Background: an optimization exercise with open tools, aiming at small area and a short achievable clock period. Do not read the settings as production practice. In this exercise RTL edits were held to simulation tests only and were not proved equivalent to the original. Power figures rest on the tool's default switching activity, not on a simulated workload.

## run A
## pool2x2_stream
module pool2x2_stream #(
    parameter int DATA_W   = 16,
    parameter int MAX_COLS = 256,
    parameter int DIM_W    = 9
) (
    input  logic                     pclk,
    input  logic                     rst,
    input  logic [DIM_W-1:0]         cfg_cols,
    input  logic [DIM_W-1:0]         cfg_rows,
    input  logic                     cfg_avg,
    input  logic                     in_valid,
    input  logic                     in_sof,
    input  logic signed [DATA_W-1:0] in_data,
    output logic                     out_valid,
    output logic signed [DATA_W-1:0] out_data,
    output logic                     out_eol,
    output logic                     out_eof,
    output logic                     cfg_err
);
For scale: about 75000 sq um of cells after synthesis.
make LEC_CHECK=0 CAP_MARGIN=20 CORE_MARGIN=2 CORE_UTILIZATION=55 CTS_CLUSTER_DIAMETER=100 CTS_CLUSTER_SIZE=28 PLACE_DENSITY_LB_ADDON=0.2 SETUP_SLACK_MARGIN=2.6 SLEW_MARGIN=20 SYNTH_HIERARCHICAL=1 SYNTH_MINIMUM_KEEP_SIZE=0 finish   # period 5.3 ns
run.sh (not shown) runs the stock make flow with config.mk's settings and CLKGATE_MAP_FILE= SYNTH_SCRIPT=/design/flow/synth_recipe.tcl, a recipe that flattens the netlist after the stock synthesis.
Input-level comparison between run B and run A:
Settings: CTS_CLUSTER_DIAMETER: 100 -> 150; CTS_CLUSTER_SIZE: 28 -> 25; SETUP_SLACK_MARGIN: 2.6 -> 2.8.
--- outcome ---
- Run A has lower logic gate share of total power than run B.
- Run A vs run B, capture point of the worst path: b_q[16] vs b_q[11]
- Compared with run A, run B shows via count of the first global-routing pass that has gone up slightly.
- Clock-buffer cell count (higher): run B
- Taking run A as the reference, in run B arrival time reported for the critical path endpoint fell by 70 ps; fmax fell by about 1%.
#### Input delta (run C over run B)
Settings: swapping 150 for 100 in CTS_CLUSTER_DIAMETER; swapping 25 for 28 in CTS_CLUSTER_SIZE; putting TNS_END_PERCENT at 5 where nothing was set; swapping 2.8 for 2.9 in SETUP_SLACK_MARGIN.
## What came out
Diff run B -> run C: portion of the clock cycle consumed by the worst path in the final layout fell 0.89 points, signal arrival time at the worst endpoint fell 40 ps. Run C vs. run B: worst hold slack moved up; net switching power now smaller. Taking run B as the reference, in run C buffer count from post-CTS setup fixing now sits lower; global-route wire length before repair decreased 0.41%. Delta (run C minus run B): proportion of final cell area spent on non-clock buffers decreased 0.31 points, number of logic stages on the critical path including buffering comparable, clock network fraction of design power shows a reduction of 0.6 points, overall power shrank by about 1.1%.
Relative to run C, the following input files were edited for run D:
Settings: swapping 2.9 for 2.7 in SETUP_SLACK_MARGIN; clearing TNS_END_PERCENT, which used to be 5; swapping 55 for 60 in CORE_UTILIZATION.
- Against run C, run D reports a placeable core region that is lower.
- Per the comparison of run D with run C, wire length the detailed router placed on met1 shows a reduction of about 2.7%; cell count shows a reduction of about 3%.
- On critical path required time, run C and run D are basically level.
- Post-DP HPWL of run D falls short of that of run C by a few percent.
- From run C to run D the numbers moved as follows: combinational power decreased about 3%; static leakage decreased 0.10 nW; vias per cell increased about 2%.
- Run D ends up with a count of filler cells inserted in the layout that is about 14% lower than in run C.
Setup changes, run D to run E
Settings: changing CORE_UTILIZATION from 60 to 55; changing SETUP_SLACK_MARGIN from 2.7 to 2.9.
==> comparison <==
Re time the worst path needs with I/O delays and setup: run E is 39 ps down on run D. The final layout from run E, which completed every stage, passed the timing, DRC and antenna checks at the end of the flow. Per the comparison of run E with run D, fraction of met2 tracks used by global routing shows a reduction of 1.0 points, clock sink count shows no meaningful change. Max met2 wire length across run E and run D: run E. Run D → run E: cell area after layout up 810 sq um, chip height increased by 16 um relative to the old numbers.
Input changes introduced in run F (baseline for comparison: run E):
Settings: SETUP_SLACK_MARGIN: 2.9 -> 2.7.
--- outcome ---
From run E to run F the numbers moved as follows: clock skew held; number of optimization iterations in the first detailed-route pass lower; cell count lower; final design instance area without fill lower.


pine:
pool2x2_stream, a different RTL version from the one above (not shown whole).
For scale: roughly 59 I/O pins, ~0.076 mm^2 of cells after synthesis.
Settings: LEC_CHECK=0, CAP_MARGIN=20, CORE_MARGIN=2, CORE_UTILIZATION=50, CTS_CLUSTER_DIAMETER=100, CTS_CLUSTER_SIZE=28, PLACE_DENSITY_LB_ADDON=0.2, SETUP_SLACK_MARGIN=2.9, SLEW_MARGIN=20, SYNTH_HIERARCHICAL=1, SYNTH_MINIMUM_KEEP_SIZE=0; clock period 5.3 ns.
Changes in cedar relative to pine:
- swapping 50 for 55 in CORE_UTILIZATION
### Flow results
Summary of the comparison: worst setup margin is lower in cedar, relative to pine.
For flip-flop and latch area, pine and cedar come out practically identical.
cedar and pine ended up with nearly the same final area.
From pine to cedar the numbers moved as follows: highest fanout seen on the critical path went down, overall global routing resource usage went up.
Between pine and cedar, the flow reports highest clock rate decreasing slightly.
For pine, the critical path startpoint was in_data[13], unlike cedar, where it was in_data[15].
On cedar: detailed-route wire length is about 2.2% lower than what pine gave.
Looking at critical path's slowest cell, the or4b_4 result is from pine; the bufbuf_16 one comes from cedar.
Number of buffers other than clock buffers in the final layout, cedar and pine: lower on pine

-- port drivers added, routing unchanged --
In the flow no input, the clock included, has a driving cell. The finished layouts below were timed again as built, in two steps.
Step 1 (the two cells are an assumption about what drives the block):
set clk [get_ports {pclk}]
set_driving_cell -lib_cell sky130_fd_sc_hd__clkbuf_16 $clk
set_driving_cell -lib_cell sky130_fd_sc_hd__buf_2 [delete_from_list [all_inputs] $clk]
Step 2 moves the port delays by t, midway between the first and last clock arrival at a register: inputs arrive t later, outputs are due t later. That takes back most of the time a late clock gives input paths.
a / b / c = ideal ports / drivers / drivers and shift; a / b = the first two.
run | shift t [ns] | slack for setup (ns) | hold slack, ns | worst register clock-pin slew, ns
run A | 0.800 | 2.619 / 2.648 / 1.872 | 0.414 / 0.414 / 0.414 | 0.12 / 0.12
run B | 0.795 | 2.592 / 2.629 / 1.844 | 0.392 / 0.392 / 0.392 | 0.12 / 0.12
run C | 0.799 | 2.639 / 2.657 / 1.889 | 0.409 / 0.409 / 0.409 | 0.11 / 0.11
run D | 0.782 | 2.644 / 2.648 / 1.866 | 0.392 / 0.392 / 0.392 | 0.11 / 0.11
run E | 0.799 | 2.683 / 2.683 / 1.921 | 0.409 / 0.409 / 0.409 | 0.11 / 0.11
run F | 0.799 | 2.662 / 2.662 / 1.918 | 0.413 / 0.413 / 0.413 | 0.12 / 0.12
pine | 0.784 | 2.887 / 2.839 / 2.115 | 0.383 / 0.383 / 0.383 | 0.11 / 0.11
cedar | 0.811 | 2.870 / 2.808 / 2.082 | 0.407 / 0.407 / 0.407 | 0.11 / 0.11
After both steps every run listed still meets setup and hold. For cedar, which loses most, drivers alone change the setup slack by -0.062 ns; drivers and shift together by -0.788 ns.
